Context: an optimization exercise on an open-source flow, tuned for a short achievable clock period and few clock cycles. The choices shown serve that exercise and are no tape-out recipe.
Only simulation tests tie the RTL to the original design; equivalence was not proved.
Power is estimated from default activity; no workload was simulated.

## wip/sierra
// cpu_top
module cpu_top (
    input  logic             clk,
    input  logic             rst_n,
    input  logic [32-1:0] instr,
    output logic [32-1:0] i_addr,
    input  logic [32-1:0] mem_rd_data,
    output logic [32-1:0] mem_addr,
    output logic [32-1:0] mem_wr_data,
    output logic             mem_wr,
    output logic             halted
);
Size in the first run: ~6600 cells after synthesis, roughly 160 I/O pins.
export LEC_CHECK = 0
export CAP_MARGIN = 35
export CORE_MARGIN = 2
export CORE_UTILIZATION = 55
export PLACE_DENSITY = 0.7
export SETUP_SLACK_MARGIN = 3.8
export SLEW_MARGIN = 35
export SYNTH_HIERARCHICAL = 1
export SYNTH_MINIMUM_KEEP_SIZE = 0
create_clock -name core_clock -period 7.0 [get_ports {clk}]
run.sh (not shown) runs the stock make flow with config.mk's settings and CLKGATE_MAP_FILE= SYNTH_SCRIPT=/design/flow/synth_recipe.tcl, a recipe that flattens the netlist after the stock synthesis.
Testbench counts of wip/sierra, summed over its fixed seeds: cycles 354,653.
--- input diff wip/sierra..wip/pepper ---
==> flow/flow/run.sh (new file) <==
#!/bin/bash
# The standard layout, with the input and output port buffers made as
# sky130_fd_sc_hd__buf_4 instead of the smallest buffer, so that the paths
# from the inputs and to the outputs start from a cell the resizer can work
# with. Everything else is the standard.sh unchanged.
set -euo pipefail
export BUFFER_PORTS_ARGS="-buffer_cell sky130_fd_sc_hd__buf_4"
bash standard.sh > standard.log 2>&1
==> flow/standard.sh (new file) <==
#!/bin/bash
# synth_recipe.tcl (not shown) runs the flow's synth.tcl, then flattens the netlist and writes it again
# the make line also repeats each setting of config.mk as NAME=value (left out here)
make -C /OpenROAD-flow-scripts/flow DESIGN_CONFIG=/design/flow/config.mk WORK_HOME=/design/flow/orfs CLKGATE_MAP_FILE= SYNTH_SCRIPT=/design/flow/synth_recipe.tcl "${@:-finish}"
removed: flow/run.sh
Results
Power dissipated in the clock network: wip/pepper better than wip/sierra
Changes observed in wip/pepper relative to wip/sierra: ratio of final minimum period to clock period -0.80 points, total net switching power shrank by 1.2%.

========
Setup of run 1:
Another version of the RTL of cpu_top (not shown whole).
Size: roughly 6200 cells after synthesis, ~79000 sq um of cells after synthesis.
export LEC_CHECK = 0
export CAP_MARGIN = 35
export CORE_MARGIN = 2
export CORE_UTILIZATION = 55
export PLACE_DENSITY = 0.7
export SETUP_SLACK_MARGIN = 3.8
export SLEW_MARGIN = 35
export SYNTH_HIERARCHICAL = 1
export SYNTH_MINIMUM_KEEP_SIZE = 0
create_clock -name core_clock -period 7.0 [get_ports {clk}]
standard.sh (not shown) runs the stock make flow with config.mk's settings and CLKGATE_MAP_FILE= SYNTH_SCRIPT=/design/flow/synth_recipe.tcl, a recipe that flattens the netlist after the stock synthesis.
==> flow/flow/run.sh <==
#!/bin/bash
# The standard layout, with the input and output port buffers made as
# sky130_fd_sc_hd__buf_4 instead of the smallest buffer, so that the paths
# from the inputs and to the outputs start from a cell the resizer can work
# with. Everything else is the standard.sh unchanged.
set -euo pipefail
export BUFFER_PORTS_ARGS="-buffer_cell sky130_fd_sc_hd__buf_4"
bash standard.sh > standard.log 2>&1
Testbench counts of run 1, summed over its fixed seeds: cycles 354,653.
Inputs modified between run 1 and run 2:
==> flow/run.sh (new file) <==
#!/bin/bash
# synth_recipe.tcl (not shown) runs the flow's synth.tcl, then flattens the netlist and writes it again
# the make line also repeats each setting of config.mk as NAME=value (left out here)
make -C /OpenROAD-flow-scripts/flow DESIGN_CONFIG=/design/flow/config.mk WORK_HOME=/design/flow/orfs CLKGATE_MAP_FILE= SYNTH_SCRIPT=/design/flow/synth_recipe.tcl finish
removed: flow/flow/run.sh
removed: flow/standard.sh
[summary]
- Compared to run 1, run 2 has count of cell instances traversed by the critical path 1 lower.
- The overall power of run 1 and that of run 2 are within noise of each other.
- As far as total detailed-routing wirelength is concerned, run 1 and run 2 perform about the same.
- Run 2 — worst reg-to-reg path cell count 1 lower, run 1 as reference
- Against run 1, run 2 comes in 0.39% lower on wire length of the first global-routing pass.

========
Setup of the previous run:
Another version of the RTL of cpu_top (not shown whole).
Size: ~6,300 cells after synthesis, roughly 160 I/O pins.
export LEC_CHECK = 0
export CAP_MARGIN = 35
export CORE_MARGIN = 2
export CORE_UTILIZATION = 65
export PLACE_DENSITY = 0.8
export SETUP_SLACK_MARGIN = 3.8
export SLEW_MARGIN = 35
export SYNTH_HIERARCHICAL = 1
export SYNTH_MINIMUM_KEEP_SIZE = 0
create_clock -name core_clock -period 7.0 [get_ports {clk}]
run.sh (not shown) runs the stock make flow with config.mk's settings and CLKGATE_MAP_FILE= SYNTH_SCRIPT=/design/flow/synth_recipe.tcl, a recipe that flattens the netlist after the stock synthesis.
Stock flow here: none of the scripts above is used.
Testbench counts of the previous run, summed over its fixed seeds: cycles 354,653.
diff inputs: the previous run => the current run
- CORE_UTILIZATION now 55, was 65
- PLACE_DENSITY now 0.7, was 0.8
Results
- The higher area growth from synthesis to layout came out of the current run.
- Looking at area of the die, the current run sits 22,000 um^2 higher than the previous run does.
- From the previous run to the current run the numbers moved as follows: share of final layout cell area taken by clock buffers and inverters moved up; wire length on met1 moved up; number of flip-flops and latches level.
- Relative to the previous run, largest net degree at the start of global routing decreased by 44 in the current run.
- Looking at via count, the current run sits below the previous run.

==> static timing again, ports no longer ideal <==
Ports are ideal in the flow. The routed layouts listed here were re-timed in OpenROAD. Step 1: set_driving_cell puts a clkbuf_16 on clk and a buf_2 on each other input, an assumption about the parent block. Step 2 adds t to the input delays and takes it off the output delays; t is the mean of the earliest and latest rising clock arrival at the registers after step 1. Input paths then give back, and output paths get back, about the clock's delay inside the block. Slacks: ideal ports / drivers / drivers and shift; pairs: ideal ports / drivers.
run	shift t [ns]	setup slack, ns	cell pins on the clock port's net
wip/sierra	0.884	3.678 / 3.601 / 2.717	1
wip/pepper	0.871	3.734 / 3.593 / 2.722	1
run 1	0.892	3.549 / 3.485 / 2.593	1
run 2	0.886	3.613 / 3.609 / 2.723	1
the previous run	0.877	3.697 / 3.627 / 2.750	1
the current run	0.866	3.682 / 3.682 / 2.830	1
After both steps setup and hold are still met in every run listed. For wip/pepper, which loses most, drivers alone change the setup slack by -0.141 ns; drivers and shift together by -1.012 ns.
